This design comes from an exercise in tuning for small area and a short achievable clock period on the open sky130 flow, not from production work. Where RTL was checked, it was by simulation tests only, not by an equivalence proof against the original. Only the layout flow was run in runs 1 and 3; the RTL was not checked for function there. Power and IR drop assume default switching activity.

<file path="flow/design.v">
module tile_map_scroller (
    input  logic        pixel_clk_in,
    input  logic        rst_in,
    input  logic [10:0] hcount_in,
    input  logic [9:0]  vcount_in,
    input  logic        new_frame_in,
    input  logic        pause_in,
    input  logic [4:0]  speed_in,
    input  logic        map_we_in,
    input  logic [8:0]  map_waddr_in,
    input  logic [5:0]  map_wdata_in,
    output logic [10:0] hcount_out,
    output logic [9:0]  vcount_out,
    output logic [5:0]  unique_image_index,
    output logic        in_sprite,
    output logic [11:0] offset_out,
    output logic        map_ready_out
);
    localparam logic [5:0] EMPTY = 6'd48;
    logic        ready_q;
    logic [8:0]  clr_q;
    logic [9:0]  scroll_q;
    logic [5:0]  map_q [512];
    logic [10:0] hcount_q;
    logic [9:0]  vcount_q;
    logic [5:0]  index_q;
    logic        in_sprite_q;
    always_ff @(posedge pixel_clk_in) begin
        if (rst_in) begin
            ready_q <= 1'b0;
            clr_q   <= '0;
        end else if (!ready_q) begin
            clr_q <= clr_q + 1'b1;
            if (&clr_q) ready_q <= 1'b1;
        end
    end
    logic       sweep;
    logic [5:0] wr_data;
    logic [7:0] grp_we;
    always_comb begin
        sweep   = !ready_q;
        wr_data = sweep ? EMPTY : (map_wdata_in > 6'd36) ? EMPTY : map_wdata_in;
        for (int g = 0; g < 8; g++)
            grp_we[g] = map_we_in && (map_waddr_in[5:3] == 3'(g));
    end
    always_ff @(posedge pixel_clk_in) begin
        if (rst_in) begin
            scroll_q <= '0;
        end else if (ready_q && new_frame_in && !pause_in) begin
            scroll_q <= scroll_q + {{5{speed_in[4]}}, speed_in};
        end
    end
    logic [9:0] world_x;
    logic [7:0] hi_sel;
    logic [5:0] by_grp [8];
    logic [5:0] code;
    logic       br;
    always_comb begin
        world_x = hcount_in[9:0] + scroll_q;
        br = !rst_in && ready_q && (vcount_in[9:7] == 3'd0) && (hcount_in < 11'd1280);
        for (int i = 0; i < 8; i++) hi_sel[i] = br && (world_x[9:7] == 3'(i));
    end
    for (genvar g = 0; g < 8; g++) begin : g_grp
        logic [383:0] d;
        for (genvar r = 0; r < 8; r++) begin : g_r
            for (genvar l = 0; l < 8; l++) begin : g_l
                assign d[(l*8 + r)*6 +: 6] = map_q[r*64 + g*8 + l];
            end
        end
        logic [63:0] en;
        tms_group u_grp (
            .row   (vcount_in[6:4]),
            .col   (world_x[6:4]),
            .d     (d),
            .q     (by_grp[g]),
            .sweep (sweep),
            .we    (grp_we[g]),
            .waddr ({map_waddr_in[8:6], map_waddr_in[2:0]}),
            .en    (en)
        );
        for (genvar r = 0; r < 8; r++) begin : g_wr
            for (genvar l = 0; l < 8; l++) begin : g_wl
                always_ff @(posedge pixel_clk_in) begin
                    if (en[r*8 + l]) map_q[r*64 + g*8 + l] <= wr_data;
                end
            end
        end
    end
    tms_sel8 u_hi (
        .sel (hi_sel),
        .d   ({by_grp[7], by_grp[6], by_grp[5], by_grp[4],
               by_grp[3], by_grp[2], by_grp[1], by_grp[0]}),
        .q   (code)
    );
    always_ff @(posedge pixel_clk_in) begin
        if (rst_in) begin
            hcount_q <= '0;
            vcount_q <= '0;
        end else begin
            hcount_q <= hcount_in;
            vcount_q <= vcount_in;
        end
    end
    always_ff @(posedge pixel_clk_in) begin
        index_q     <= {code[5] & ~code[4], code[4] & ~code[5], code[3:0]};
        in_sprite_q <= ~(code[5] & code[4]) & br;
    end
    assign hcount_out         = hcount_q;
    assign vcount_out         = vcount_q;
    assign unique_image_index = index_q;
    assign in_sprite          = in_sprite_q;
    assign offset_out         = {2'b00, scroll_q};
    assign map_ready_out      = ready_q;
endmodule
module tms_sel8 (
    input  logic [7:0]  sel,
    input  logic [47:0] d,
    output logic [5:0]  q
);
    always_comb begin
        q = '0;
        for (int i = 0; i < 8; i++) q = q | ({6{sel[i]}} & d[i*6 +: 6]);
    end
endmodule
module tms_group (
    input  logic [2:0]   row,
    input  logic [2:0]   col,
    input  logic [383:0] d,
    output logic [5:0]   q,
    input  logic         sweep,
    input  logic         we,
    input  logic [5:0]   waddr,
    output logic [63:0]  en
);
    logic [7:0] w_row_n, w_col_n;
    always_comb begin
        for (int i = 0; i < 8; i++) begin
            w_row_n[i] = !(sweep || (waddr[5:3] == 3'(i)));
            w_col_n[i] = !(sweep || (we && (waddr[2:0] == 3'(i))));
        end
    end
    for (genvar r = 0; r < 8; r++) begin : g_wr
        for (genvar l = 0; l < 8; l++) begin : g_wl
            tms_nor2 u_en (.a(w_row_n[r]), .b(w_col_n[l]), .y(en[r*8 + l]));
        end
    end
    logic [7:0]  row_sel, col_sel;
    logic [47:0] by_col;
    always_comb begin
        for (int i = 0; i < 8; i++) begin
            row_sel[i] = (row == 3'(i));
            col_sel[i] = (col == 3'(i));
        end
    end
    for (genvar l = 0; l < 8; l++) begin : g_col
        tms_sel8 u_row (.sel(row_sel), .d(d[l*48 +: 48]), .q(by_col[l*6 +: 6]));
    end
    tms_sel8 u_col (.sel(col_sel), .d(by_col), .q(q));
endmodule
module tms_nor2 (
    input  logic a,
    input  logic b,
    output logic y
);
    assign y = !(a || b);
endmodule
</file>
<file path="flow/run.sh">
#!/bin/bash
# synth_recipe.tcl (not shown) runs the flow's synth.tcl, then flattens the netlist and writes it again
# the make line also repeats each setting of config.mk as NAME=value (left out here)
make -C /OpenROAD-flow-scripts/flow DESIGN_CONFIG=/design/flow/config.mk WORK_HOME=/design/flow/orfs CLKGATE_MAP_FILE= SYNTH_SCRIPT=/design/flow/synth_recipe.tcl finish
</file>
<file path="flow/config.mk">
export PLATFORM = sky130hd
export DESIGN_NAME = tile_map_scroller
export DESIGN_NICKNAME = tile_map_scroller
export VERILOG_FILES = /design/flow/design.v
export SDC_FILE = /design/flow/constraint.sdc
export NUM_CORES = 4
export LEC_CHECK = 0
export CAP_MARGIN = 20
export CORE_MARGIN = 2
export CORE_UTILIZATION = 60
export CTS_CLUSTER_DIAMETER = 100
export CTS_CLUSTER_SIZE = 30
export SETUP_SLACK_MARGIN = 4
export SLEW_MARGIN = 20
export SYNTH_HIERARCHICAL = 1
export TNS_END_PERCENT = 10
</file>
<file path="flow/constraint.sdc">
create_clock -name core_clock -period 8.0 [get_ports {pixel_clk_in}]
set_input_delay 1.6000 -clock core_clock [delete_from_list [all_inputs] [get_ports {pixel_clk_in}]]
set_output_delay 1.6000 -clock core_clock [all_outputs]
set_load 0.01 [all_outputs]
</file>
==> impl_metrics.py, run 1 <==
metrics = {
    "global_route": {
        "antenna_found_initial": 6,
        "grt_pass1_vias": 62800,
        "grt_pass1_wl_mm": 433,
        "overflow": 0,
        "grt_usage_pct": 30.4,
        "grt_max_degree": 181,
    },
    "clock_network": {
        "cts-buffers-inserted": 115,
        "clock_latency_ns": 0.84,
        "cts.sinks": 3120,
        "cts_tree": "done",
        "ctsHoldBuffers": 0,
        "clk_pin_slew_ns": 0.12,
        "clockBufferDepth": 3,
        "cts_htree_levels": 3,
        "cts_root_buffer": "clkbuf_16",
    },
    "status": {
        "outcome": "finished clean",
    },
    "synthesis": {
        "yosys-top-cells-area": "edfxtp_1 80%, a22oi_1 11%, nand4_1 2.4%",
        "synth_ff_type": "edfxtp_1",
        "syn-cell-area_um2": 115000,
        "synth_top_cell_by_area": "edfxtp_1",
        "ys_warn_count": 12,
        "syn_area_per_cell_um2": 18.0,
        "synth_edf_count": 3072,
        "async_flop_share_pct": 0,
        "synthCells": 6393,
        "synth.distinct_cells": 57,
        "ys_seq_area_share_pct": 81.1,
        "synth-seq-cells": 3120,
        "netlist.area_leader.share_pct": 80.3,
    },
    "worst_setup_path": {
        "rrSetupSlack_ns": 4.34,
        "crit_required_ns": 8.73,
        "cp-end-kind": "flip-flop",
        "cp.arrival_ns": 4.80,
        "worstReg2RegStart": "scroll_q[1]",
        "r2r-end": "index_q[5]",
        "crit_type": "input port to flip-flop",
        "cp_max_fo": 6,
        "critPathLaunchType": "input port",
        "rr_worst_depth": 13,
    },
    "sta": {
        "min_period_ns": 4.06,
        "rsz0062_at_grt": "true",
        "finClkSkew_ns": 0.0278,
        "fmax_mhz": 246,
        "hold_violations": 0,
        "holdWs_ns": 0.530,
        "slew_headroom_pct": 25.1,
        "worst_pin_slew_ns": 1.12,
        "post-route-period-util_pct": 50.8,
        "setup_violations": 0,
        "maxSlewViolCount": 0,
    },
    "cells_and_area": {
        "final_cell_mix": "3072 x edfxtp_1, 1725 x a22oi_1, 547 x nor2_1",
        "finalNetCount": 6809,
        "drive_gt1_share_pct": 8.09,
        "layout_commonest_cell": "edfxtp_1",
        "fillers": 13200,
        "fin_util_pct": 65.6,
        "areaGrowthSynthToFinish_pct": 8.65,
    },
    "min_path": {
        "whs_endpoint": "clr_q[4]",
        "hold_start": "clr_q[4]",
        "hold_class": "flip-flop to flip-flop",
        "hold_path_depth": 2,
    },
    "die": {
        "chipHeight_um": 442,
        "dieArea_um2": 195000,
        "core_um2": 190000,
        "die_w_um": 442,
        "start_util_pct": 60.4,
        "row_count": 160,
        "io_pins": 87,
    },
    "routing": {
        "vias": 65600,
        "wl_mm": 298,
        "routed-wl-met3_mm": 25.4,
        "ant_nets": 0,
        "top_layer_used": "met5",
        "drc": 0,
        "wl_met1_mm": 123,
        "avgRoutedWirePerCell_um": 32.0,
        "vias_per_cell": 7.04,
        "firstDrtPassIters": 5,
        "drt_iter0_drc": 7871,
        "wl_met2_mm": 138,
    },
    "run": {
        "max_cap_violations": 0,
    },
    "power": {
        "leakage_nw": 42.3,
        "p_per_area_nw_per_um2": 208,
        "peakVddDrop_uv": 275,
    },
    "placement": {
        "dp_hpwl_mm": 180,
        "routabilityCongestion": 0.916,
        "io_buffer_count": 84,
    },
}
[area by class of cell]
| cell class | instances | area, um2 | share of cell area [%] |
|---|---|---|---|
| repair buffers | 251 | 2530 | 2.02 |
| clock buffers | 162 | 3100 | 2.48 |
| well taps | 2511 | 3140 | 2.52 |
| inverters | 29 | 114 | 0.0912 |
| multi-input cells | 3226 | 22600 | 18.1 |
| diodes | 2 | 5.00 | 0.00401 |
| clock inverters | 14 | 155 | 0.124 |
| flip-flops and latches | 3120 | 93200 | 74.7 |
[sequential cells by signal (all words and copies together), names as in the netlist]
| name | flops |
|---|---|
| map_q | 3072 |
| vcount_q | 10 |
| index_q | 6 |
| in_sprite_q | 1 |
| clr_q | 9 |
| scroll_q | 10 |
| ready_q | 1 |
| hcount_q | 11 |
[synth_stat cells, drive strengths merged (19+ instances only)]
cell and number:
and3 20, a31oi 96, a21oi 42, nor2 558, and3b 40, a22oi 1752, nand2 25, edfxtp 3072
dfxtp 48, nor3b 51, nor3 22, nand4 442, ha 19, inv 29, nor2b 49
[layer usage]
| layer | vias up | GRT usage (%) |
|---|---|---|
| met3 | 457 | 4.25 |
| met4 | 6 | 9.92 |
| met2 | 3166 | 46.7 |
| met5 | - | 0 |
| li1 | 28100 | - |
| met1 | 33900 | 45.7 |
[power breakdown]
part | switching, mW | internal (mW) | total, mW
Clock | 4.62 | 2.78 | 7.40
Combinational | 0.620 | 0.254 | 0.874
Sequential | 0.00260 | 17.6 | 17.7
Total | 5.25 | 20.7 | 25.9
[kinds of logic after synthesis]
family                   count (synthesis)  synth area share, %
flip-flops                            3120                 81.1
adder cells (fa/ha/maj)                 20                0.224
AO/OA/AOI/OAI                         1934                 12.5
AND/OR/NAND/NOR                       1250                 5.81
XOR/XNOR                                17                0.130
multiplexers                             3               0.0272
other                                    1              0.00326
buffers and inverters                   48                0.192
[critical path: stages]
cell and delay (ns):
buf_6 0.10, ha_4 0.27, nand3_4 0.09, buf_6 0.14
a2111oi_4 0.44, nor3b_4 0.09, buf_12 0.18, clkbuf_16 0.19
and3b_1 0.26, a22oi_2 0.18, nand4_1 0.28, a22oi_2 0.49
nand4_1 0.26, nor2b_1 0.20
[Yosys stat by module, one instance, submodules excluded]
| module | cells inside | flip-flops and latches | times used | cell area, um2 |
|---|---|---|---|---|
| tile_map_scroller | 3363 | 3120 | 1 | 94800 |
| tms_group | 41 | 0 | 8 | 282 |
| tms_nor2 | 1 | 0 | 512 | 3.75 |
| tms_sel8 | 30 | 0 | 73 | 218 |
[worst max path at each step]
stage	from	to	cells after the start
CTS	hcount_in[1]	index_q[0]	14
detailed placement	hcount_in[1]	index_q[4]	14
global route	hcount_in[1]	index_q[2]	14
floorplan	map_wdata_in[5]	map_q[0][3]	2
global placement	hcount_in[1]	index_q[4]	13
finish	hcount_in[1]	index_q[5]	14
[per-stage QoR]
| step | area, um2 | instances | setup TNS [ns] | worst slack, ns | power [mW] |
|---|---|---|---|---|---|
| 2_1_floorplan | 115000 | 6394 | -9427.11 | -10.32 | 18.4 |
| 3_5_place_dp | 121000 | 9104 | 0 | 1.90 | 18.8 |
| 4_1_cts | 124000 | 9299 | 0 | 3.94 | 26.0 |
| 6_report | 125000 | 9315 | 0 | 3.94 | 25.9 |
| 3_3_place_gp | 121000 | 9103 | 0 | 1.41 | 18.8 |
| 5_1_grt | 125000 | 9313 | 0 | 3.94 | 26.6 |
[timing repair]
| action | 4_1_cts | 5_1_grt |
|---|---|---|
| gates cloned | 2 | 2 |
| endpoints found under the hold margin | 0 | 0 |
| buffers inserted | 17 | 12 |
| pin swaps | 24 | 38 |
| resized for setup | 76 | 80 |
| endpoints found under the setup margin | 7 | 162 |
==> run 2, diff against run 1 <==
--- a/flow/design.v
+++ b/flow/design.v
@@ -35,11 +35,9 @@
         end
     end
     logic       sweep;
-    logic [5:0] wr_data;
     logic [7:0] grp_we;
     always_comb begin
         sweep   = !ready_q;
-        wr_data = sweep ? EMPTY : (map_wdata_in > 6'd36) ? EMPTY : map_wdata_in;
         for (int g = 0; g < 8; g++)
             grp_we[g] = map_we_in && (map_waddr_in[5:3] == 3'(g));
     end
@@ -55,8 +53,10 @@
     logic [5:0] by_grp [8];
     logic [5:0] code;
     logic       br;
+    logic       c4;
     always_comb begin
         world_x = hcount_in[9:0] + scroll_q;
+        c4      = 5'(hcount_in[3:0]) + 5'(scroll_q[3:0]) > 5'd15;
         br = !rst_in && ready_q && (vcount_in[9:7] == 3'd0) && (hcount_in < 11'd1280);
         for (int i = 0; i < 8; i++) hi_sel[i] = br && (world_x[9:7] == 3'(i));
     end
@@ -68,15 +68,20 @@
             end
         end
         logic [63:0] en;
+        logic [5:0]  wr_data;
         tms_group u_grp (
             .row   (vcount_in[6:4]),
-            .col   (world_x[6:4]),
+            .hcol  (hcount_in[6:4]),
+            .scol  (scroll_q[6:4]),
+            .c4    (c4),
             .d     (d),
             .q     (by_grp[g]),
             .sweep (sweep),
             .we    (grp_we[g]),
             .waddr ({map_waddr_in[8:6], map_waddr_in[2:0]}),
-            .en    (en)
+            .wdata (map_wdata_in),
+            .en    (en),
+            .wr_data (wr_data)
         );
         for (genvar r = 0; r < 8; r++) begin : g_wr
             for (genvar l = 0; l < 8; l++) begin : g_wl
@@ -124,16 +129,39 @@
 endmodule
 module tms_group (
     input  logic [2:0]   row,
-    input  logic [2:0]   col,
+    input  logic [2:0]   hcol,
+    input  logic [2:0]   scol,
+    input  logic         c4,
     input  logic [383:0] d,
     output logic [5:0]   q,
     input  logic         sweep,
     input  logic         we,
     input  logic [5:0]   waddr,
-    output logic [63:0]  en
+    input  logic [5:0]   wdata,
+    output logic [63:0]  en,
+    output logic [5:0]   wr_data
 );
+    logic [2:0]  col;
+    logic [7:0]  row_sel, col_sel;
+    logic [47:0] by_col, by_col_next;
+    logic [5:0]  q0, q1;
+    always_comb begin
+        col = hcol + scol;
+        for (int i = 0; i < 8; i++) begin
+            row_sel[i] = (row == 3'(i));
+            col_sel[i] = (col == 3'(i));
+        end
+    end
+    for (genvar l = 0; l < 8; l++) begin : g_col
+        tms_sel8 u_row (.sel(row_sel), .d(d[l*48 +: 48]), .q(by_col[l*6 +: 6]));
+    end
+    assign by_col_next = {by_col[5:0], by_col[47:6]};
+    tms_sel8 u_col0 (.sel(col_sel), .d(by_col), .q(q0));
+    tms_sel8 u_col1 (.sel(col_sel), .d(by_col_next), .q(q1));
+    assign q = c4 ? q1 : q0;
     logic [7:0] w_row_n, w_col_n;
     always_comb begin
+        wr_data = sweep ? 6'd48 : (wdata > 6'd36) ? 6'd48 : wdata;
         for (int i = 0; i < 8; i++) begin
             w_row_n[i] = !(sweep || (waddr[5:3] == 3'(i)));
             w_col_n[i] = !(sweep || (we && (waddr[2:0] == 3'(i))));
@@ -144,18 +172,6 @@
             tms_nor2 u_en (.a(w_row_n[r]), .b(w_col_n[l]), .y(en[r*8 + l]));
         end
     end
-    logic [7:0]  row_sel, col_sel;
-    logic [47:0] by_col;
-    always_comb begin
-        for (int i = 0; i < 8; i++) begin
-            row_sel[i] = (row == 3'(i));
-            col_sel[i] = (col == 3'(i));
-        end
-    end
-    for (genvar l = 0; l < 8; l++) begin : g_col
-        tms_sel8 u_row (.sel(row_sel), .d(d[l*48 +: 48]), .q(by_col[l*6 +: 6]));
-    end
-    tms_sel8 u_col (.sel(col_sel), .d(by_col), .q(q));
 endmodule
 module tms_nor2 (
     input  logic a,
--- a/flow/config.mk
+++ b/flow/config.mk
@@ -10,7 +10,7 @@
 export CORE_UTILIZATION = 60
 export CTS_CLUSTER_DIAMETER = 100
 export CTS_CLUSTER_SIZE = 30
-export SETUP_SLACK_MARGIN = 4
+export SETUP_SLACK_MARGIN = 5
 export SLEW_MARGIN = 20
 export SYNTH_HIERARCHICAL = 1
 export TNS_END_PERCENT = 10
==> run 2 against run 1 <==
  * Critical path depth down 2
  * Maximum frequency up 11%
  * Power up 1.9%
  * Clock power up 1%
  * Synthesized area up 2.8%
==> impl_metrics.py, run 2 <==
metrics = {
    "cells_and_area": {
        "fin_util_pct": 69.3,
        "areaGrowthSynthToFinish_pct": 14.6,
        "largest_register_ffs": 3072,
        "drive_gt1_share_pct": 18.7,
        "layout_commonest_cell": "edfxtp_1",
        "finalNetCount": 7533,
        "largestRegisters": "map_q (3072), hcount_q (11)",
        "fillers": 12800,
        "final_cell_mix": "3072 x edfxtp_1, 1772 x a22oi_1, 488 x nand4_1",
        "fin_area_um2": 135000,
        "final_cells": 10100,
        "regMostFlops": "map_q",
    },
    "worst_setup_path": {
        "crit_required_ns": 8.74,
        "crit_type": "input port to flip-flop",
        "cp_common_cell": "nand4_1",
        "cp_cell_sequence": "buf_16 -> buf_16 -> nor3b_4 -> buf_12 -> a22oi_1 -> nand4_1 -> a22oi_1 -> nand4_1 -> mux2_4 -> a22oi_2 -> nand4_1 -> nor2b_1",
        "rr_worst_depth": 11,
        "critPathLaunchType": "input port",
        "r2r-end": "index_q[5]",
        "worstReg2RegStart": "scroll_q[5]",
        "critical-path-max-stage-delay_ns": 0.43,
        "cp-end-kind": "flip-flop",
        "cp.arrival_ns": 4.39,
        "cp_slowest_cell": "a22oi_2",
        "rrSetupSlack_ns": 4.46,
        "cp_max_fo": 48,
        "critPathLaunch": "vcount_in[6]",
    },
    "sta": {
        "tns_ns": 0,
        "maxSlewViolCount": 0,
        "worst_slack_ns": 4.35,
        "slew_headroom_pct": 15.5,
        "hold_violations": 0,
        "setup_violations": 0,
        "holdWs_ns": 0.516,
        "rsz0062_at_grt": "true",
        "finClkSkew_ns": 0.0318,
        "worst_pin_slew_ns": 1.26,
        "min_period_ns": 3.65,
        "post-route-period-util_pct": 45.6,
        "fmax_mhz": 274,
    },
    "synthesis": {
        "syn_area_per_cell_um2": 17.3,
        "synth.distinct_cells": 54,
        "synth.most_common_cell": "edfxtp_1",
        "yosys-top-cells-area": "edfxtp_1 78%, a22oi_1 12%, nand4_1 2.6%",
        "synth_edf_count": 3072,
        "syn-cell-area_um2": 118000,
        "synth_top_cell_by_area": "edfxtp_1",
        "synth_common_cells": "3072 x edfxtp_1, 1944 x a22oi_1, 616 x nor2_1",
        "ys_seq_area_share_pct": 79.0,
        "synth_ff_type": "edfxtp_1",
        "async_flop_share_pct": 0,
        "ys_warn_count": 12,
        "synth-seq-cells": 3120,
        "synthCells": 6822,
        "netlist.area_leader.share_pct": 78.2,
    },
    "die": {
        "chipHeight_um": 448,
        "io_pins": 87,
        "die_w_um": 448,
        "start_util_pct": 60.5,
        "row_count": 162,
        "core_um2": 195000,
        "dieArea_um2": 200000,
    },
    "placement": {
        "dpl.cell_count": 9656,
        "dpl_cell_area_um2": 125000,
        "dp_hpwl_mm": 191,
        "io_buffer_count": 84,
        "routabilityCongestion": 0.870,
        "pre_cts_ws_ns": 2.41,
    },
    "clock_network": {
        "clock_latency_ns": 0.84,
        "cts_root_buffer": "clkbuf_16",
        "cts-buffers-inserted": 116,
        "cts_tree": "done",
        "cts_htree_levels": 3,
        "clk_pin_slew_ns": 0.12,
        "ctsHoldBuffers": 0,
        "clockBufferDepth": 3,
        "cts.sinks": 3120,
    },
    "routing": {
        "drc": 0,
        "wl_mm": 347,
        "vias_per_cell": 7.23,
        "ant_nets": 0,
        "drt_iter0_drc": 10100,
        "avgRoutedWirePerCell_um": 34.2,
        "vias": 73200,
        "firstDrtPassIters": 6,
    },
    "global_route": {
        "grt_pass1_wl_mm": 494,
        "grt_pass1_vias": 69100,
        "antenna_found_initial": 12,
        "grt_usage_pct": 34.2,
        "overflow": 0,
        "grt_max_degree": 112,
    },
    "min_path": {
        "hold_class": "flip-flop to flip-flop",
        "hold_path_depth": 2,
        "whs_endpoint": "scroll_q[3]",
        "hold_start": "scroll_q[3]",
    },
    "power": {
        "peakVddDrop_uv": 255,
        "p_per_area_nw_per_um2": 195,
        "finalPower_mw": 26.4,
        "leakage_nw": 46.0,
    },
    "status": {
        "outcome": "finished clean",
    },
    "run": {
        "max_cap_violations": 0,
    },
}
run 2: cell types whose count changed after synthesis, sizes merged, moves of 11 or more:
| cell | before | now |
|---|---|---|
| nand4 | 442 | 488 |
| and3b | 40 | 17 |
| mux2 | 1 | 49 |
| nor3b | 51 | 40 |
| nor2 | 558 | 616 |
| clkbuf | 4 | 15 |
| nand2b | 7 | 21 |
| a22oi | 1752 | 1944 |
| nand2 | 25 | 49 |
run 2: timing repair:
| action | in CTS | in global routing |
|---|---|---|
| pin swaps | 318 | 38 |
| gates cloned | 62 | 3 |
| setup endpoints to repair | 3645 | 5423 |
| gates resized for setup | 807 | 197 |
| buffers inserted | 200 | 34 |
run 2: layout make-up:
cell class              count  area [um2]  area share [%]
flip-flops and latches   3120       93300            69.0
multi-input cells        3657       29100            21.5
repair buffers            515        6120            4.53
well taps                2624        3280            2.43
clock buffers             153        3120            2.30
inverters                  39         163           0.120
clock inverters            12         145           0.107
diodes                      8        20.0          0.0148
run 2: logic make-up (layout without fill, tap and decap cells):
logic type      after synthesis  count (layout)  share of synthesized area [%]
compound gates             2145            2145                           13.5
xor+xnor                     32              32                          0.433
fa+ha+maj                    38              38                          0.466
buf+inv                      74             719                          0.269
flops                      3120            3120                           79.0
mux                          51              51                          0.488
other cells                   1              10                        0.00318
simple gates               1361            1389                           5.88
run 2: metal layers:
metal	GRT usage (%)	wire length [um]	up-vias
li1	-	-	30500
met1	50.2	136000	38000
met2	53.2	163000	4153
met3	5.65	36300	526
met4	10.6	11600	2
met5	0	13	-
run 2: per-module statistics from Yosys (local to each module, per instance):
module             times used  cells
tms_sel8                   81     30
tms_group                   8     68
tile_map_scroller           1   3336
tms_nor2                  512      1
run 2: worst max-delay path by stage:
stage / to / slack [ns] / cells past startpoint
CTS: unique_image_index[4] / 4.36 / 1
finish: index_q[5] / 4.35 / 12
global placement: in_sprite_q / 2.14 / 11
floorplan: in_sprite_q / 4.30 / 10
global route: index_q[4] / 4.34 / 13
detailed placement: index_q[5] / 2.41 / 12
run 2: report_power, final:
part	leakage, nW	switching, mW	internal [mW]
Clock	1.58	4.67	2.81
Sequential	33.8	0.00247	17.6
Combinational	10.6	0.862	0.440
Total	46.0	5.53	20.9
run 2: worst max-delay path, delay by kind of cell:
family          cells  cell delay, ns
buf+inv             3            0.46
simple gates        5            0.94
compound gates      3            0.93
mux                 1            0.31
==> run 3, diff against run 2 <==
--- a/flow/design.v
+++ b/flow/design.v
@@ -142,18 +142,16 @@
     output logic [5:0]   wr_data
 );
     logic [2:0]  col;
-    logic [7:0]  row_sel, col_sel;
+    logic [7:0]  col_sel;
     logic [47:0] by_col, by_col_next;
     logic [5:0]  q0, q1;
     always_comb begin
         col = hcol + scol;
-        for (int i = 0; i < 8; i++) begin
-            row_sel[i] = (row == 3'(i));
-            col_sel[i] = (col == 3'(i));
-        end
-    end
-    for (genvar l = 0; l < 8; l++) begin : g_col
-        tms_sel8 u_row (.sel(row_sel), .d(d[l*48 +: 48]), .q(by_col[l*6 +: 6]));
+        for (int i = 0; i < 8; i++) col_sel[i] = (col == 3'(i));
+    end
+    for (genvar p = 0; p < 4; p++) begin : g_pair
+        tms_pair u_pair (.row(row), .row_n(~row), .d(d[p*96 +: 96]),
+                         .q(by_col[p*12 +: 12]));
     end
     assign by_col_next = {by_col[5:0], by_col[47:6]};
     tms_sel8 u_col0 (.sel(col_sel), .d(by_col), .q(q0));
@@ -180,3 +178,27 @@
 );
     assign y = !(a || b);
 endmodule
+module tms_pair (
+    input  logic [2:0]  row,
+    input  logic [2:0]  row_n,
+    input  logic [95:0] d,
+    output logic [11:0] q
+);
+    logic [7:0] row_sel;
+    for (genvar i = 0; i < 8; i++) begin : g_dec
+        tms_and3 u_dec (.a(i & 1 ? row[0] : row_n[0]),
+                        .b(i & 2 ? row[1] : row_n[1]),
+                        .c(i & 4 ? row[2] : row_n[2]),
+                        .y(row_sel[i]));
+    end
+    tms_sel8 u_row0 (.sel(row_sel), .d(d[47:0]),  .q(q[5:0]));
+    tms_sel8 u_row1 (.sel(row_sel), .d(d[95:48]), .q(q[11:6]));
+endmodule
+module tms_and3 (
+    input  logic a,
+    input  logic b,
+    input  logic c,
+    output logic y
+);
+    assign y = a && b && c;
+endmodule
--- a/flow/config.mk
+++ b/flow/config.mk
@@ -8,9 +8,9 @@
 export CAP_MARGIN = 20
 export CORE_MARGIN = 2
 export CORE_UTILIZATION = 60
-export CTS_CLUSTER_DIAMETER = 100
-export CTS_CLUSTER_SIZE = 30
+export CTS_CLUSTER_DIAMETER = 90
+export CTS_CLUSTER_SIZE = 28
 export SETUP_SLACK_MARGIN = 5
 export SLEW_MARGIN = 20
 export SYNTH_HIERARCHICAL = 1
-export TNS_END_PERCENT = 10
+export TNS_END_PERCENT = 0
==> run 3 against run 2 <==
  * Still clean
  * Count of clock-buffer cells in the layout grew 13
  * Synthesized area up 1.0%
  * Register-to-register slack worse by 0.09 ns
  * Die area is 1.0% higher
  * Non-clock buffer count shrank 148
  * Synthesized cell count increased by 2.9%
  * Sequential share of layout area increased by 0.58 points
  * Core utilization is 1.4 points lower
  * Final area down 0.88%
  * Worst hold slack gained 0.011 ns
  * First-iteration DRC count rose by 0.16%
  * Critical path depth down 7
  * Largest power group unchanged
==> impl_metrics.py, run 3 <==
metrics = {
    "synthesis": {
        "synth_top_cell_by_area": "edfxtp_1",
        "synth.distinct_cells": 54,
        "syn-cell-area_um2": 119000,
        "synth.most_common_cell": "edfxtp_1",
        "syn_area_per_cell_um2": 17.0,
        "ys_seq_area_share_pct": 78.2,
        "synth-seq-cells": 3120,
        "ys_warn_count": 12,
        "netlist.area_leader.share_pct": 77.4,
        "synth_edf_count": 3072,
        "synthCells": 7022,
        "synth_common_cells": "3072 x edfxtp_1, 1944 x a22oi_1, 600 x nor2_1",
        "synth_ff_type": "edfxtp_1",
        "yosys-top-cells-area": "edfxtp_1 77%, a22oi_1 12%, nand4_1 2.6%",
        "async_flop_share_pct": 0,
    },
    "routing": {
        "vias": 73400,
        "wl_mm": 338,
        "firstDrtPassIters": 10,
        "ant_nets": 0,
        "avgRoutedWirePerCell_um": 33.1,
        "drt_iter0_drc": 10100,
        "drc": 0,
        "vias_per_cell": 7.20,
    },
    "cells_and_area": {
        "regMostFlops": "map_q",
        "finalNetCount": 7580,
        "areaGrowthSynthToFinish_pct": 12.4,
        "largestRegisters": "map_q (3072), hcount_q (11)",
        "final_cells": 10200,
        "final_cell_mix": "3072 x edfxtp_1, 1834 x a22oi_1, 488 x nand4_1",
        "layout_commonest_cell": "edfxtp_1",
        "largest_register_ffs": 3072,
        "drive_gt1_share_pct": 18.4,
    },
    "run": {
        "max_cap_violations": 0,
    },
    "placement": {
        "pre_cts_ws_ns": 2.19,
        "dpl.cell_count": 9805,
        "routabilityCongestion": 0.903,
        "dp_hpwl_mm": 205,
        "io_buffer_count": 84,
    },
    "clock_network": {
        "cts_root_buffer": "clkbuf_16",
        "cts_tree": "done",
        "cts_htree_levels": 4,
        "cts.sinks": 3120,
        "cts-buffers-inserted": 136,
        "clk_pin_slew_ns": 0.10,
        "clockBufferDepth": 3,
        "clock_latency_ns": 0.82,
    },
    "worst_setup_path": {
        "critPathLaunchType": "input port",
        "crit_type": "input port to flip-flop",
        "cp-end-kind": "flip-flop",
        "rrSetupSlack_ns": 4.37,
        "cp_max_fo": 29,
        "worstReg2RegStart": "scroll_q[4]",
        "r2r-end": "index_q[4]",
        "rr_worst_depth": 11,
        "cp.arrival_ns": 4.32,
        "crit_required_ns": 8.46,
    },
    "die": {
        "row_count": 163,
        "die_w_um": 450,
        "dieArea_um2": 202000,
        "start_util_pct": 60.4,
        "core_um2": 197000,
        "chipHeight_um": 450,
        "io_pins": 87,
    },
    "sta": {
        "maxSlewViolCount": 0,
        "tns_ns": 0,
        "setup_violations": 0,
        "rsz0062_at_grt": "true",
        "finClkSkew_ns": 0.0197,
        "worst_slack_ns": 4.14,
        "min_period_ns": 3.86,
        "holdWs_ns": 0.527,
        "worst_pin_slew_ns": 1.29,
        "post-route-period-util_pct": 48.2,
        "slew_headroom_pct": 13.8,
        "hold_violations": 0,
        "fmax_mhz": 259,
    },
    "power": {
        "finalPower_mw": 27.2,
        "peakVddDrop_uv": 239,
        "power_switching_mw": 5.62,
        "clkPwrFrac_pct": 30.5,
        "p_int_mw": 21.6,
        "p_seq_share_pct": 64.8,
        "p_per_area_nw_per_um2": 203,
        "leakage_nw": 45.8,
        "combPwrFrac_pct": 4.6,
        "swShare_pct": 20.7,
    },
    "min_path": {
        "whs_endpoint": "clr_q[8]",
        "hold_class": "flip-flop to flip-flop",
        "hold_start": "clr_q[8]",
        "hold_path_depth": 2,
    },
    "global_route": {
        "overflow": 0,
        "grt_max_degree": 117,
        "antenna_found_initial": 10,
        "grt_pass1_wl_mm": 485,
        "grt_pass1_vias": 69700,
        "grt_usage_pct": 32.7,
    },
    "status": {
        "outcome": "finished clean",
    },
}
==> run 3: cell types whose count changed after synthesis <==
cell	delta
inv_1	+24
nor3b_1	-24
and3b_1	-8
nor3_1	-8
and3_1	+248
nor2_1	-16
nand2_1	-16
==> run 3: cell type report <==
class	instances	area [um2]
multi-input cells	3808	29400
inverters	63	327
clock buffers	166	3760
flip-flops and latches	3120	93200
diodes	4	10.0
clock inverters	29	359
repair buffers	367	3690
fillers	13300	63400
well taps	2640	3300
==> run 3: worst max path at each step <==
stage | startpoint | end | slack (ns)
2_1_floorplan | hcount_in[0] | in_sprite_q | 4.30
3_3_place_gp | vcount_in[4] | index_q[5] | 2.19
3_5_place_dp | vcount_in[4] | index_q[5] | 2.19
4_1_cts | hcount_in[4] | index_q[4] | 4.33
5_1_grt | hcount_in[4] | in_sprite_q | 4.20
6_report | map_waddr_in[8] | map_q[217][1] | 4.14
==> run 3: repair_timing <==
action                                  4_1_cts  5_1_grt
hold buffers                                  0        0
endpoints found under the setup margin     5384     5561
resized for setup                           672      284
pin swaps                                   103       91
setup buffers                               137       39
gates cloned                                 13        4
==> run 3: power groups by stage <==
| stage | Combinational [mW] | Clock (mW) | Sequential [mW] |
|---|---|---|---|
| 2_1_floorplan | 0.507 | 0 | 18.0 |
| 3_3_place_gp | 0.972 | 0 | 18.0 |
| 3_5_place_dp | 0.982 | 0 | 18.0 |
| 4_1_cts | 1.14 | 8.42 | 17.7 |
| 5_1_grt | 1.30 | 8.97 | 17.7 |
| 6_report | 1.26 | 8.31 | 17.7 |
==> run 3: through the flow <==
stage | cell area, um2 | utilization, %
6_report | 134000 | 67.9
5_1_grt | 134000 | 67.9
4_1_cts | 133000 | 67.1
3_5_place_dp | 125000 | 63.2
3_3_place_gp | 125000 | 63.2
2_1_floorplan | 120000 | -
==> run 3: logic make-up (layout without fill, tap and decap cells) <==
group	count (synthesis)	in the layout	synth area share (%)
flops	3120	3120	78.2
compound gates	2145	2145	13.3
simple gates	1537	1540	6.78
buf+inv	98	625	0.342
mux	51	51	0.483
fa+ha+maj	38	38	0.462
xor+xnor	32	32	0.428
other cells	1	6	0.00314
==> run 3: Yosys stat by module (local to each module, per instance), excerpt <==
module	cell area (um2)	times used
tms_nor2	3.75	512
tms_sel8	218	81
tms_and3	6.26	256
tms_group	432	8
tile_map_scroller	94600	1
==> run 3: worst max-delay path, cell delays in order <==
cell	delay [ns]
buf_2	0.36
buf_4	0.63
inv_1	0.33
a31oi_2	0.90
nor2_1	0.40
==> run 3: routing by layer <==
metal / GRT usage, % / vias up / share of wire, % / routed length [um]
met5: 0 / - / 0.0098 / 33
met4: 9.58 / 4 / 3.3 / 11000
met3: 5.25 / 518 / 10 / 34300
met2: 50.4 / 4154 / 46 / 156000
met1: 48.9 / 37800 / 40 / 136000
li1: - / 31000 / - / -
==> run 4, diff against run 3 <==
--- a/flow/design.v
+++ b/flow/design.v
@@ -16,7 +16,6 @@
     output logic [11:0] offset_out,
     output logic        map_ready_out
 );
-    localparam logic [5:0] EMPTY = 6'd48;
     logic        ready_q;
     logic [8:0]  clr_q;
     logic [9:0]  scroll_q;
@@ -142,21 +141,18 @@
     output logic [5:0]   wr_data
 );
     logic [2:0]  col;
-    logic [7:0]  col_sel;
-    logic [47:0] by_col, by_col_next;
-    logic [5:0]  q0, q1;
+    logic [7:0]  col_dec, col_sel;
+    logic [47:0] by_col;
     always_comb begin
         col = hcol + scol;
-        for (int i = 0; i < 8; i++) col_sel[i] = (col == 3'(i));
-    end
+        for (int i = 0; i < 8; i++) col_dec[i] = (col == 3'(i));
+    end
+    tms_rot1 u_rot (.s(c4), .a(col_dec), .y(col_sel));
     for (genvar p = 0; p < 4; p++) begin : g_pair
         tms_pair u_pair (.row(row), .row_n(~row), .d(d[p*96 +: 96]),
                          .q(by_col[p*12 +: 12]));
     end
-    assign by_col_next = {by_col[5:0], by_col[47:6]};
-    tms_sel8 u_col0 (.sel(col_sel), .d(by_col), .q(q0));
-    tms_sel8 u_col1 (.sel(col_sel), .d(by_col_next), .q(q1));
-    assign q = c4 ? q1 : q0;
+    tms_sel8 u_col (.sel(col_sel), .d(by_col), .q(q));
     logic [7:0] w_row_n, w_col_n;
     always_comb begin
         wr_data = sweep ? 6'd48 : (wdata > 6'd36) ? 6'd48 : wdata;
@@ -202,3 +198,10 @@
 );
     assign y = a && b && c;
 endmodule
+module tms_rot1 (
+    input  logic       s,
+    input  logic [7:0] a,
+    output logic [7:0] y
+);
+    assign y = s ? {a[6:0], a[7]} : a;
+endmodule
==> run 4 against run 3 <==
  * Sequential cell count is the same
  * Largest power group unchanged
  * Sequential power hardly changed
  * Highest routed layer unchanged
  * Critical path type unchanged
  * Synthesized area is 1.1% lower
==> impl_metrics.py, run 4 <==
metrics = {
    "routing": {
        "ant_nets": 0,
        "drc": 0,
        "vias_per_cell": 7.05,
        "vias": 69800,
        "wl_mm": 323,
        "avgRoutedWirePerCell_um": 32.6,
        "firstDrtPassIters": 7,
        "drt_iter0_drc": 9370,
    },
    "worst_setup_path": {
        "cp.arrival_ns": 4.37,
        "cp-end-kind": "flip-flop",
        "crit_required_ns": 8.52,
        "critPathLaunchType": "input port",
        "cp_max_fo": 21,
        "critPathLaunch": "map_waddr_in[6]",
        "crit_type": "input port to flip-flop",
        "worstReg2RegStart": "scroll_q[4]",
    },
    "synthesis": {
        "synth_ff_type": "edfxtp_1",
        "netlist.area_leader.share_pct": 78.2,
        "synth-seq-cells": 3120,
        "syn-cell-area_um2": 118000,
        "synth_edf_count": 3072,
        "syn_area_per_cell_um2": 17.4,
        "ys_seq_area_share_pct": 79.0,
        "synth.distinct_cells": 54,
        "synth.most_common_cell": "edfxtp_1",
        "async_flop_share_pct": 0,
        "synth_top_cell_by_area": "edfxtp_1",
        "synth_common_cells": "3072 x edfxtp_1, 1752 x a22oi_1, 600 x nor2_1",
        "ys_warn_count": 12,
        "yosys-top-cells-area": "edfxtp_1 78%, a22oi_1 11%, nand4_1 2.3%",
        "synthCells": 6798,
    },
    "global_route": {
        "overflow": 0,
        "grt_pass1_vias": 67100,
        "grt_usage_pct": 31.8,
        "grt.busiest_layer": "met2",
        "grt_util_met3_pct": 6.09,
        "grt_max_degree": 76,
        "grt_use_met1_pct": 45.1,
        "antenna_found_initial": 12,
        "grt_pass1_wl_mm": 460,
        "grtUsageMet2_pct": 49.1,
    },
    "cells_and_area": {
        "finalNetCount": 7291,
        "regMostFlops": "map_q",
        "layout_commonest_cell": "edfxtp_1",
        "largest_register_ffs": 3072,
        "final_cell_mix": "3072 x edfxtp_1, 1647 x a22oi_1, 440 x nand4_1",
        "multi_input_area_um2": 27000,
        "fillers": 13300,
        "seqCellArea_um2": 93200,
        "drive_gt1_share_pct": 14.6,
        "final_cells": 9900,
        "largestRegisters": "map_q (3072), hcount_q (11)",
        "areaGrowthSynthToFinish_pct": 11.0,
    },
    "placement": {
        "routabilityCongestion": 0.984,
        "pre_cts_ws_ns": 2.38,
        "dp_hpwl_mm": 199,
        "dpl.cell_count": 9583,
        "io_buffer_count": 84,
    },
    "die": {
        "dieArea_um2": 200000,
        "start_util_pct": 60.4,
        "die_w_um": 447,
        "chipHeight_um": 447,
        "core_um2": 195000,
        "row_count": 162,
        "io_pins": 87,
    },
    "sta": {
        "finClkSkew_ns": 0.0231,
        "setup_violations": 0,
        "post-route-period-util_pct": 48.2,
        "min_period_ns": 3.85,
        "rsz0062_at_grt": "true",
        "worst_slack_ns": 4.15,
        "worst_pin_slew_ns": 1.27,
        "slew_headroom_pct": 15.3,
        "hold_violations": 0,
        "maxSlewViolCount": 0,
        "tns_ns": 0,
        "fmax_mhz": 259,
    },
    "clock_network": {
        "cts_root_buffer": "clkbuf_16",
        "cts-buffers-inserted": 136,
        "cts_tree": "done",
        "clockBufferDepth": 3,
        "cts_htree_levels": 4,
        "cts.sinks": 3120,
        "clk_pin_slew_ns": 0.10,
        "clock_latency_ns": 0.84,
    },
    "power": {
        "peakVddDrop_uv": 241,
        "finalPower_mw": 27.0,
        "p_per_area_nw_per_um2": 206,
        "leakage_nw": 45.2,
    },
    "min_path": {
        "hold_class": "flip-flop to flip-flop",
        "hold_start": "clr_q[8]",
    },
    "run": {
        "max_cap_violations": 0,
    },
    "status": {
        "outcome": "finished clean",
    },
}
[run 4: stage by stage]
stage / hold slack, ns / cell area [um2] / util (%)
after floorplan: 0.470 / 118000 / -
final: 0.525 / 131000 / 67.1
after detailed placement: 0.502 / 123000 / 63.2
after global placement: 0.486 / 123000 / 63.2
after CTS: 0.527 / 130000 / 66.5
after global routing: 0.537 / 131000 / 67.1
[run 4: layout make-up]
type / count / area share (%)
flip-flops and latches: 3120 / 71.2
multi-input cells: 3586 / 20.6
clock buffers: 168 / 2.83
well taps: 2624 / 2.51
repair buffers: 300 / 2.33
clock inverters: 34 / 0.291
inverters: 63 / 0.238
diodes: 5 / 0.00956
[run 4: path summary, 6_finish.rpt]
kind / endpoint / slack, ns / cells after the start
max: map_q[435][3] / 4.15 / 5
min: clr_q[8] / 0.53 / 2
min reg2reg: clr_q[8] / 0.53 / 2
max reg2reg: index_q[4] / 4.29 / 11
[run 4: repair_timing]
item / in CTS / in global routing
setup buffers: 70 / 23
cloned: 10 / 6
pin swaps: 73 / 56
gates resized for setup: 405 / 218
hold buffers: 0 / 0
endpoints found under the setup margin: 5413 / 5693
[run 4: modules after synthesis, one instance, submodules excluded, excerpt]
module,area [um2],cells inside
tile_map_scroller,94600,3336
tms_group,359,54
tms_sel8,218,30
tms_rot1,131,9
tms_and3,6.26,1
tms_nor2,3.75,1
[run 4: routing by layer]
metal	vias up	wire length [um]
met3	608	31400
met5	-	22
li1	29700	-
met2	3655	150000
met1	35900	127000
met4	4	14200
[run 4: cell families (layout without fill, tap and decap cells)]
family	after synthesis	in the layout	share of synthesized area, %
adder cells (fa/ha/maj)	38	38	0.467
buffers and inverters	98	565	0.388
other	1	7	0.00318
XOR/XNOR	32	32	0.433
multiplexers	67	67	0.844
AO/OA/AOI/OAI	1953	1953	12.3
AND/OR/NAND/NOR	1489	1494	6.60
flip-flops	3120	3120	79.0
[run 4: critical path, stage by stage]
cell	delay (ns)
buf_2	0.67
buf_4	0.63
inv_1	0.35
a31oi_4	0.72
nor2_1	0.33
[run 4: power breakdown]
| part | internal, mW | switching (mW) | leakage (nW) | total, mW |
|---|---|---|---|---|
| registers | 17.6 | 0.00257 | 33.8 | 17.7 |
| clock network | 3.48 | 4.79 | 1.97 | 8.28 |
| logic | 0.330 | 0.727 | 9.38 | 1.06 |
==> run 5, diff against run 4 <==
--- a/flow/config.mk
+++ b/flow/config.mk
@@ -7,10 +7,10 @@
 export LEC_CHECK = 0
 export CAP_MARGIN = 20
 export CORE_MARGIN = 2
-export CORE_UTILIZATION = 60
+export CORE_UTILIZATION = 70
 export CTS_CLUSTER_DIAMETER = 90
 export CTS_CLUSTER_SIZE = 28
 export SETUP_SLACK_MARGIN = 5
 export SLEW_MARGIN = 20
 export SYNTH_HIERARCHICAL = 1
-export TNS_END_PERCENT = 0
+export TNS_END_PERCENT = 5
==> run 5 against run 4 <==
  * Largest power group unchanged
  * Core utilization up 11 points
  * Non-clock buffer count rose by 51
  * Critical path depth up 6
  * Sequential cell count did not move
  * Combinational power is essentially flat
  * Maximum frequency increased by 1.8%
  * Highest routed layer unchanged
  * Global-route usage increased by 3.6 points
==> impl_metrics.py, run 5 <==
metrics = {
    "status": {
        "outcome": "finished clean",
    },
    "cells_and_area": {
        "final_cells": 9513,
        "final_cell_mix": "3072 x edfxtp_1, 1661 x a22oi_1, 440 x nand4_1",
        "drive_gt1_share_pct": 15.0,
        "largestRegisters": "map_q (3072), hcount_q (11)",
        "layout_commonest_cell": "edfxtp_1",
        "fin_util_pct": 78.2,
        "multi_input_area_um2": 27100,
        "regMostFlops": "map_q",
        "finalNetCount": 7333,
        "areaGrowthSynthToFinish_pct": 10.8,
        "largest_register_ffs": 3072,
        "fillers": 9127,
        "seqCellArea_um2": 93200,
    },
    "worst_setup_path": {
        "rr_worst_depth": 11,
        "cp-end-kind": "flip-flop",
        "cp_slowest_cell": "a22oi_2",
        "critical-path-max-stage-delay_ns": 0.40,
        "worst-path-buf-inv": 3,
        "r2r-end": "index_q[4]",
        "crit_family": "simple AND/OR/NAND/NOR gates",
        "crit_type": "input port to flip-flop",
        "cp_common_cell": "nand4_1",
        "crit_cells": 11,
        "cp_max_fo": 12,
        "worstReg2RegStart": "scroll_q[4]",
        "crit_required_ns": 8.76,
        "critPathLaunchType": "input port",
        "cp_cell_sequence": "buf_16 -> clkinvlp_4 -> buf_4 -> and3_1 -> a22oi_1 -> nand4_1 -> a22oi_1 -> nand4_1 -> a22oi_2 -> nand4_1 -> nor2b_1",
        "cp.arrival_ns": 4.54,
        "rrSetupSlack_ns": 4.48,
    },
    "routing": {
        "drc": 0,
        "vias": 70900,
        "vias_per_cell": 7.45,
        "drt_iter0_drc": 10700,
        "firstDrtPassIters": 8,
        "ant_nets": 0,
        "avgRoutedWirePerCell_um": 32.3,
        "wl_mm": 307,
    },
    "clock_network": {
        "clockBufferDepth": 3,
        "clock_latency_ns": 0.85,
        "cts_tree": "done",
        "clk_pin_slew_ns": 0.11,
        "cts.sinks": 3120,
        "cts_root_buffer": "clkbuf_16",
        "cts_htree_levels": 4,
        "cts-buffers-inserted": 131,
        "ctsHoldBuffers": 0,
    },
    "power": {
        "combPwrFrac_pct": 3.9,
        "peakVddDrop_uv": 258,
        "p_int_mw": 21.2,
        "p_seq_share_pct": 66.5,
        "clkPwrFrac_pct": 29.6,
        "power_switching_mw": 5.34,
        "p_per_area_nw_per_um2": 203,
        "leakage_nw": 45.6,
        "swShare_pct": 20.1,
    },
    "global_route": {
        "grt_util_met3_pct": 6.55,
        "grt.busiest_layer": "met2",
        "grt_pass1_vias": 67900,
        "grt_max_degree": 78,
        "grt_use_met1_pct": 50.9,
        "antenna_found_initial": 8,
        "grt_pass1_wl_mm": 447,
        "grtUsageMet2_pct": 54.4,
        "grt_usage_pct": 35.3,
        "overflow": 0,
    },
    "placement": {
        "dp_hpwl_mm": 191,
        "io_buffer_count": 84,
        "dpl.cell_count": 9180,
        "routabilityCongestion": 0.999,
    },
    "synthesis": {
        "syn_area_per_cell_um2": 17.4,
        "ys_warn_count": 12,
        "ys_seq_area_share_pct": 79.0,
        "synth_common_cells": "3072 x edfxtp_1, 1752 x a22oi_1, 600 x nor2_1",
        "syn-cell-area_um2": 118000,
        "synth_ff_type": "edfxtp_1",
        "async_flop_share_pct": 0,
        "synth_edf_count": 3072,
        "synth.most_common_cell": "edfxtp_1",
        "synth_top_cell_by_area": "edfxtp_1",
        "netlist.area_leader.share_pct": 78.2,
        "yosys-top-cells-area": "edfxtp_1 78%, a22oi_1 11%, nand4_1 2.3%",
        "synth-seq-cells": 3120,
        "synthCells": 6798,
        "synth.distinct_cells": 54,
    },
    "sta": {
        "hold_violations": 0,
        "setup_violations": 0,
        "finClkSkew_ns": 0.0401,
        "tns_ns": 0,
        "maxSlewViolCount": 0,
        "rsz0062_at_grt": "true",
        "post-route-period-util_pct": 47.3,
        "slew_headroom_pct": 16.3,
        "min_period_ns": 3.79,
        "worst_pin_slew_ns": 1.25,
        "fmax_mhz": 264,
    },
    "die": {
        "die_w_um": 415,
        "core_um2": 167000,
        "io_pins": 87,
        "row_count": 150,
        "dieArea_um2": 172000,
        "chipHeight_um": 415,
        "start_util_pct": 70.6,
    },
    "min_path": {
        "hold_path_depth": 2,
        "hold_start": "clr_q[8]",
        "whs_endpoint": "clr_q[8]",
        "hold_class": "flip-flop to flip-flop",
    },
    "run": {
        "max_cap_violations": 0,
    },
}
run 5: cell type report:
class                   count  area share, %
diodes                      8         0.0153
clock inverters            16          0.114
clock buffers             169           2.75
inverters                  63          0.235
flip-flops and latches   3120           71.3
repair buffers            351           2.76
multi-input cells        3582           20.7
well taps                2204           2.11
run 5: power groups by stage:
| stage | logic (mW) | clock network, mW | registers, mW |
|---|---|---|---|
| finish | 1.04 | 7.87 | 17.7 |
| global route | 1.07 | 8.42 | 17.7 |
| CTS | 0.963 | 7.92 | 17.7 |
| detailed placement | 0.869 | 0 | 18.0 |
| global placement | 0.854 | 0 | 18.0 |
| floorplan | 0.456 | 0 | 18.0 |
run 5: cell families after synthesis:
logic type      share of synthesized area, %
compound gates                          12.3
xor+xnor                               0.433
fa+ha+maj                              0.467
buf+inv                                0.388
flops                                   79.0
mux                                    0.844
other cells                          0.00318
simple gates                            6.60
run 5: modules after synthesis (local to each module, per instance), excerpt:
module | flops+latches | cell area [um2] | cells | copies in the design
tile_map_scroller | 3120 | 94600 | 3336 | 1
tms_and3 | 0 | 6.26 | 1 | 256
tms_group | 0 | 359 | 54 | 8
tms_nor2 | 0 | 3.75 | 1 | 512
tms_rot1 | 0 | 131 | 9 | 8
tms_sel8 | 0 | 218 | 30 | 73
run 5: worst max-delay path by stage:
stage                        endpoint  slack, ns    startpoint
after floorplan           in_sprite_q       4.29  hcount_in[3]
after global placement     index_q[5]       1.99  hcount_in[4]
after detailed placement   index_q[5]       1.95  hcount_in[4]
after CTS                  index_q[4]       4.40  hcount_in[0]
after global routing       index_q[5]       4.28  vcount_in[5]
final                      index_q[4]       4.21  vcount_in[6]
run 5: layer usage:
layer / up-vias / share of wire [%]
met2: 4694 / 47
met4: 10 / 4.7
met3: 752 / 11
met5: - / 0.021
met1: 35600 / 37
li1: 29800 / -
run 5: repair_timing:
item / CTS / global route
buffers inserted: 101 / 23
resized for setup: 521 / 233
cloned: 10 / 5
pin swaps: 77 / 75
setup endpoints to repair: 4203 / 5237
run 5: per-stage QoR:
stage / total power, mW / setup slack (ns) / instance area [um2] / hold slack, ns
finish: 26.6 / 4.21 / 131000 / 0.525
global route: 27.2 / 4.28 / 131000 / 0.565
CTS: 26.5 / 4.40 / 130000 / 0.532
detailed placement: 18.9 / 1.95 / 123000 / 0.506
global placement: 18.9 / 1.99 / 123000 / 0.480
floorplan: 18.5 / 4.29 / 118000 / 0.470
run 5: worst register-to-register path: cells and delay by family (launching register included):
kind	cells	cell delay, ns
fa+ha+maj	2	0.74
mux	1	0.33
buf+inv	1	0.33
compound gates	2	0.54
simple gates	5	1.04
flops	1	0.46
==> run 6, diff against run 5 <==
--- a/flow/config.mk
+++ b/flow/config.mk
@@ -7,10 +7,10 @@
 export LEC_CHECK = 0
 export CAP_MARGIN = 20
 export CORE_MARGIN = 2
-export CORE_UTILIZATION = 70
+export CORE_UTILIZATION = 60
 export CTS_CLUSTER_DIAMETER = 90
 export CTS_CLUSTER_SIZE = 28
-export SETUP_SLACK_MARGIN = 5
+export SETUP_SLACK_MARGIN = 4.5
 export SLEW_MARGIN = 20
 export SYNTH_HIERARCHICAL = 1
 export TNS_END_PERCENT = 5
==> run 6 against run 5 <==
  * First-iteration DRC count is 17% lower
  * Critical endpoint unchanged
  * Sequential cell count stayed put
  * Non-clock buffer count decreased by 98
  * Largest cell class unchanged
  * Sequential share of layout area rose by 0.79 points
  * Final cell count increased by 3.5%
  * Routed wire length rose by 2.6%
  * Largest power group unchanged
  * Still clean
==> impl_metrics.py, run 6 <==
metrics = {
    "status": {
        "outcome": "finished clean",
    },
    "clock_network": {
        "clk_pin_slew_ns": 0.10,
        "cts_root_buffer": "clkbuf_16",
        "clockBufferDepth": 3,
        "clock_latency_ns": 0.84,
        "cts_htree_levels": 4,
        "cts-buffers-inserted": 134,
        "cts_tree": "done",
        "ctsHoldBuffers": 0,
        "cts.sinks": 3120,
    },
    "placement": {
        "pre_cts_ws_ns": 2.18,
        "dp_hpwl_mm": 193,
        "io_buffer_count": 84,
        "routabilityCongestion": 0.953,
        "dpl.cell_count": 9578,
    },
    "synthesis": {
        "netlist.area_leader.share_pct": 78.2,
        "synth_top_cell_by_area": "edfxtp_1",
        "synth_common_cells": "3072 x edfxtp_1, 1752 x a22oi_1, 600 x nor2_1",
        "synth.distinct_cells": 54,
        "syn_area_per_cell_um2": 17.4,
        "synth-seq-cells": 3120,
        "synth.most_common_cell": "edfxtp_1",
        "yosys-top-cells-area": "edfxtp_1 78%, a22oi_1 11%, nand4_1 2.3%",
        "async_flop_share_pct": 0,
        "ys_warn_count": 12,
        "synthCells": 6798,
        "synth_edf_count": 3072,
        "ys_seq_area_share_pct": 79.0,
        "syn-cell-area_um2": 118000,
        "synth_ff_type": "edfxtp_1",
    },
    "power": {
        "leakage_nw": 44.8,
        "peakVddDrop_uv": 223,
        "p_per_area_nw_per_um2": 207,
    },
    "worst_setup_path": {
        "cp-end-kind": "flip-flop",
        "rrSetupSlack_ns": 4.36,
        "worstReg2RegStart": "scroll_q[6]",
        "cp_common_cell": "nand4_1",
        "critPathLaunchType": "input port",
        "critPathLaunch": "vcount_in[4]",
        "critical-path-max-stage-delay_ns": 0.54,
        "cp-endpoint": "index_q[4]",
        "cp_slowest_cell": "nand4_1",
        "r2r-end": "in_sprite_q",
        "crit_required_ns": 8.74,
        "cp_max_fo": 34,
        "cp_cell_sequence": "buf_16 -> clkinvlp_4 -> buf_4 -> and3_2 -> a22oi_1 -> nand4_1 -> a22oi_2 -> nand4_1 -> a22oi_1 -> nand4_1 -> nor2b_1",
        "rr_worst_depth": 11,
        "cp.arrival_ns": 4.75,
        "crit_type": "input port to flip-flop",
    },
    "sta": {
        "min_period_ns": 4.00,
        "worst_slack_ns": 4.00,
        "finClkSkew_ns": 0.0235,
        "holdWs_ns": 0.514,
        "tns_ns": 0,
        "worst_pin_slew_ns": 1.31,
        "maxSlewViolCount": 0,
        "fmax_mhz": 250,
        "setup_violations": 0,
        "post-route-period-util_pct": 50.1,
        "rsz0062_at_grt": "true",
        "hold_violations": 0,
        "slew_headroom_pct": 12.2,
    },
    "global_route": {
        "grt_usage_pct": 31.3,
        "overflow": 0,
        "antenna_found_initial": 15,
        "grt_pass1_vias": 66800,
        "grt_max_degree": 135,
        "grt_pass1_wl_mm": 456,
    },
    "cells_and_area": {
        "largestRegisters": "map_q (3072), hcount_q (11)",
        "regMostFlops": "map_q",
        "largest_register_ffs": 3072,
        "fin_util_pct": 66.3,
        "drive_gt1_share_pct": 10.7,
        "layout_commonest_cell": "edfxtp_1",
        "fillers": 13500,
        "finalNetCount": 7241,
        "final_cells": 9848,
        "final_cell_mix": "3072 x edfxtp_1, 1691 x a22oi_1, 564 x nor2_1",
        "areaGrowthSynthToFinish_pct": 9.60,
    },
    "routing": {
        "avgRoutedWirePerCell_um": 32.0,
        "vias": 69000,
        "firstDrtPassIters": 6,
        "wl_mm": 315,
        "drc": 0,
        "vias_per_cell": 7.01,
        "drt_iter0_drc": 8843,
        "ant_nets": 0,
    },
    "min_path": {
        "hold_class": "flip-flop to flip-flop",
    },
    "die": {
        "dieArea_um2": 200000,
        "die_w_um": 447,
        "row_count": 162,
        "start_util_pct": 60.4,
        "core_um2": 195000,
        "chipHeight_um": 447,
        "io_pins": 87,
    },
    "run": {
        "max_cap_violations": 0,
    },
}
==> run 6: Yosys stat by module (local to each module, per instance), excerpt <==
module             flops+latches  times used  cell area (um2)  cells inside
tile_map_scroller           3120           1            94600          3336
tms_and3                       0         256             6.26             1
tms_group                      0           8              359            54
tms_nor2                       0         512             3.75             1
tms_rot1                       0           8              131             9
tms_sel8                       0          73              218            30
==> run 6: metal layers <==
metal	GRT usage, %	share of wire, %
met3	4.81	8.1
met5	0	0.018
met1	44.1	40
met2	49.8	48
met4	12.5	4.4
==> run 6: worst min path at each step <==
| stage | from | to | slack [ns] | depth (start not counted) |
|---|---|---|---|---|
| 6_report | clr_q[8] | clr_q[8] | 0.51 | 2 |
| 5_1_grt | clr_q[4] | clr_q[4] | 0.55 | 2 |
| 3_5_place_dp | clr_q[8] | clr_q[8] | 0.50 | 2 |
| 3_3_place_gp | clr_q[8] | clr_q[8] | 0.48 | 2 |
| 2_1_floorplan | clr_q[8] | clr_q[8] | 0.47 | 2 |
| 4_1_cts | clr_q[8] | clr_q[8] | 0.53 | 2 |
==> run 6: through the flow <==
stage	cell area (um2)	power, mW
after floorplan	118000	18.5
after global placement	123000	18.9
after detailed placement	123000	18.9
after CTS	129000	26.9
after global routing	129000	27.5
final	129000	26.8
==> run 6: report_power, final <==
group | internal (mW) | switching, mW
clock | 3.39 | 4.75
combinational | 0.303 | 0.701
sequential | 17.6 | 0.00630
total | 21.3 | 5.46
==> run 6: timing repair <==
action	in CTS	in global routing
gates resized for setup	188	163
cloned	9	1
pin swaps	48	53
setup endpoints to repair	1219	1715
setup buffers	50	7
==> run 6: cell type report <==
class	instances	area [um2]	share of cell area, %
repair buffers	253	2550	1.97
diodes	13	32.5	0.0252
inverters	63	312	0.241
repair inverters	1	7.51	0.00581
clock buffers	165	3660	2.83
clock inverters	25	263	0.203
multi-input cells	3584	26000	20.1
well taps	2624	3280	2.54
flip-flops and latches	3120	93200	72.1
==> run 6: cell families after synthesis <==
group | after synthesis | share of synthesized area (%)
DFF | 3120 | 79.0
and+or+nand+nor | 1489 | 6.60
muxes | 67 | 0.844
adders and majority gates | 38 | 0.467
xor gates and xnor gates | 32 | 0.433
buffers and inverters | 98 | 0.388
other | 1 | 0.00318
AOI/OAI and AO/OA | 1953 | 12.3
==> run 6: worst max-delay path: cells and delay by family <==
family	cells	cell delay (ns)
AOI/OAI and AO/OA	3	0.94
buffers and inverters	3	0.59
and+or+nand+nor	5	1.47
==> run 7, diff against run 6 <==
--- a/flow/design.v
+++ b/flow/design.v
@@ -149,8 +149,7 @@
     end
     tms_rot1 u_rot (.s(c4), .a(col_dec), .y(col_sel));
     for (genvar p = 0; p < 4; p++) begin : g_pair
-        tms_pair u_pair (.row(row), .row_n(~row), .d(d[p*96 +: 96]),
-                         .q(by_col[p*12 +: 12]));
+        tms_pair u_pair (.row(row), .d(d[p*96 +: 96]), .q(by_col[p*12 +: 12]));
     end
     tms_sel8 u_col (.sel(col_sel), .d(by_col), .q(q));
     logic [7:0] w_row_n, w_col_n;
@@ -176,27 +175,23 @@
 endmodule
 module tms_pair (
     input  logic [2:0]  row,
-    input  logic [2:0]  row_n,
     input  logic [95:0] d,
     output logic [11:0] q
 );
     logic [7:0] row_sel;
     for (genvar i = 0; i < 8; i++) begin : g_dec
-        tms_and3 u_dec (.a(i & 1 ? row[0] : row_n[0]),
-                        .b(i & 2 ? row[1] : row_n[1]),
-                        .c(i & 4 ? row[2] : row_n[2]),
-                        .y(row_sel[i]));
+        tms_dec3 #(.V(3'(i))) u_dec (.a(row), .y(row_sel[i]));
     end
     tms_sel8 u_row0 (.sel(row_sel), .d(d[47:0]),  .q(q[5:0]));
     tms_sel8 u_row1 (.sel(row_sel), .d(d[95:48]), .q(q[11:6]));
 endmodule
-module tms_and3 (
-    input  logic a,
-    input  logic b,
-    input  logic c,
-    output logic y
-);
-    assign y = a && b && c;
+module tms_dec3 #(
+    parameter logic [2:0] V = 3'd0
+) (
+    input  logic [2:0] a,
+    output logic       y
+);
+    assign y = (a == V);
 endmodule
 module tms_rot1 (
     input  logic       s,
--- a/flow/config.mk
+++ b/flow/config.mk
@@ -7,10 +7,10 @@
 export LEC_CHECK = 0
 export CAP_MARGIN = 20
 export CORE_MARGIN = 2
-export CORE_UTILIZATION = 60
+export CORE_UTILIZATION = 70
 export CTS_CLUSTER_DIAMETER = 90
 export CTS_CLUSTER_SIZE = 28
-export SETUP_SLACK_MARGIN = 4.5
+export SETUP_SLACK_MARGIN = 5
 export SLEW_MARGIN = 20
 export SYNTH_HIERARCHICAL = 1
 export TNS_END_PERCENT = 5
==> run 7 against run 6 <==
  * Count of clock-buffer cells in the layout decreased by 12
  * Power down 0.80%
  * Clock power is 3.4% lower
  * Via count grew 2.0%
  * Register-to-register slack gained 0.11 ns
  * Final cell count fell by 3.9%
  * Critical path depth increased by 1
  * Final area is 1.4% higher
  * Sequential cell count unchanged
  * Synthesized area up 0.74%
  * Clock skew rose by 0.015 ns
  * Synthesized cell count decreased by 0.35%
  * Critical endpoint is now index_q[0]
==> impl_metrics.py, run 7 <==
metrics = {
    "cells_and_area": {
        "fin_area_um2": 131000,
        "final_cell_mix": "3072 x edfxtp_1, 1694 x a22oi_1, 440 x nand4_1",
        "fillers": 9383,
        "largest_register_ffs": 3072,
        "finalNetCount": 7295,
        "regMostFlops": "map_q",
        "multi_input_area_um2": 27800,
    },
    "synthesis": {
        "synth-seq-cells": 3120,
        "ys_warn_count": 12,
        "synthCells": 6774,
        "synth.distinct_cells": 55,
        "synth_edf_count": 3072,
        "synth_ff_type": "edfxtp_1",
        "syn-cell-area_um2": 119000,
    },
    "routing": {
        "routed-wl-met3_mm": 35.3,
        "avgRoutedWirePerCell_um": 33.0,
        "wl_mm": 312,
        "wl_met1_mm": 116,
        "ant_nets": 0,
    },
    "min_path": {
        "hold_class": "flip-flop to flip-flop",
    },
    "sta": {
        "finClkSkew_ns": 0.0383,
        "maxSlewViolCount": 0,
        "tns_ns": 0,
        "min_period_ns": 3.73,
        "rsz0062_at_grt": "true",
        "hold_violations": 0,
    },
    "worst_setup_path": {
        "cp_slowest_cell": "fa_2",
        "cp_cell_sequence": "buf_16 -> buf_12 -> ha_4 -> fa_2 -> buf_6 -> nor3_1 -> mux2_4 -> buf_4 -> a22oi_1 -> nand4_1 -> a22oi_2 -> nand4_1",
        "cp_common_cell": "nand4_1",
        "worstReg2RegStart": "ready_q",
        "worst-path-buf-inv": 4,
        "crit_type": "input port to flip-flop",
        "critical-path-max-stage-delay_ns": 0.58,
        "rr_worst_depth": 6,
        "crit_family": "adder cells",
    },
    "run": {
        "max_cap_violations": 0,
    },
    "die": {
        "chipHeight_um": 416,
        "row_count": 151,
        "dieArea_um2": 173000,
    },
    "status": {
        "outcome": "finished clean",
    },
    "placement": {
        "dp_hpwl_mm": 190,
        "routabilityCongestion": 0.995,
        "dpl_cell_area_um2": 124000,
    },
    "global_route": {
        "antenna_found_initial": 10,
        "overflow": 0,
    },
    "power": {
        "p_per_area_nw_per_um2": 203,
    },
    "clock_network": {
        "ctsHoldBuffers": 0,
        "cts.sinks": 3120,
        "cts_root_buffer": "clkbuf_16",
    },
}
[run 7: changes by cell type after synthesis, sizes merged]
cell / previous run / this run
inv: 63 / 39
nor3: 23 / 55
nor3b: 16 / 112
and3: 262 / 38
and3b: 9 / 105
[run 7: kinds of logic (layout without fill, tap and decap cells)]
group                      after synthesis  after routing  synth area share, %
DFF                                   3120           3120                 78.4
AOI/OAI and AO/OA                     1953           1953                 12.2
xor gates and xnor gates                32             32                0.429
buffers and inverters                   74            538                0.309
adders and majority gates               38             38                0.463
muxes                                   67             67                0.838
and+or+nand+nor                       1489           1493                 7.36
other                                    1              6              0.00315
[run 7: worst max-delay path by stage]
stage                     slack, ns  cells after the start    startpoint     endpoint
after global routing           4.25                     12  hcount_in[4]   index_q[4]
after floorplan                4.29                      9  hcount_in[3]  in_sprite_q
final                          4.27                     12  hcount_in[4]   index_q[0]
after global placement         2.20                     12  hcount_in[4]   index_q[5]
after detailed placement       2.12                     12  hcount_in[4]   index_q[5]
after CTS                      4.43                     12  hcount_in[0]   index_q[5]
[run 7: routing by layer]
layer	GRT usage, %	vias to the layer above
li1	-	29700
met1	51.2	35600
met2	55.0	4407
met3	7.23	703
met4	15.7	6
met5	0	-
[run 7: modules after synthesis, one instance, submodules excluded, excerpt]
module             flops+latches  cells inside
tile_map_scroller           3120          3336
tms_group                      0            51
tms_nor2                       0             1
tms_rot1                       0             9
tms_sel8                       0            30
[run 7: power breakdown]
part / switching, mW / internal (mW) / leakage (nW)
clock: 4.62 / 3.25 / 1.82
sequential: 0.00267 / 17.6 / 33.8
combinational: 0.734 / 0.334 / 9.70
total: 5.36 / 21.2 / 45.3
[run 7: layout make-up]
cell class	instances	share of cell area (%)
sequential	3120	71.1
multi-input combinational	3585	21.2
clock buffer	153	2.73
timing repair buffer	334	2.65
tap	2218	2.12
inverter	39	0.117
clock inverter	12	0.105
antenna	4	0.00763
[run 7: repair_timing]
action | 4_1_cts | 5_1_grt
cloned | 19 | 0
setup endpoints to repair | 3829 | 4997
pin swaps | 87 | 42
setup buffers | 72 | 22
resized for setup | 515 | 114
[run 7: tightest hold or removal path, stage by stage (launching register included)]
cell	delay (ns)
dfxtp_1	0.35
mux2i_1	0.07
nor2_1	0.08
[run 7: stage by stage]
stage	total power, mW	hold slack, ns	std cells	setup slack (ns)
after global routing	27.2	0.579	9461	4.25
after global placement	18.9	0.482	9182	2.20
after detailed placement	18.9	0.496	9182	2.12
after floorplan	18.5	0.470	6775	4.29
after CTS	26.6	0.525	9438	4.43
final	26.6	0.522	9465	4.27

Re-timed with assumed drivers on the ports (clkbuf_16 on the clock, buf_2 on other inputs), run 7 has 3.985 ns of setup slack against 4.274 ns with ideal ports, and 3.079 ns once port delays also move by the mid clock arrival of 0.906 ns.
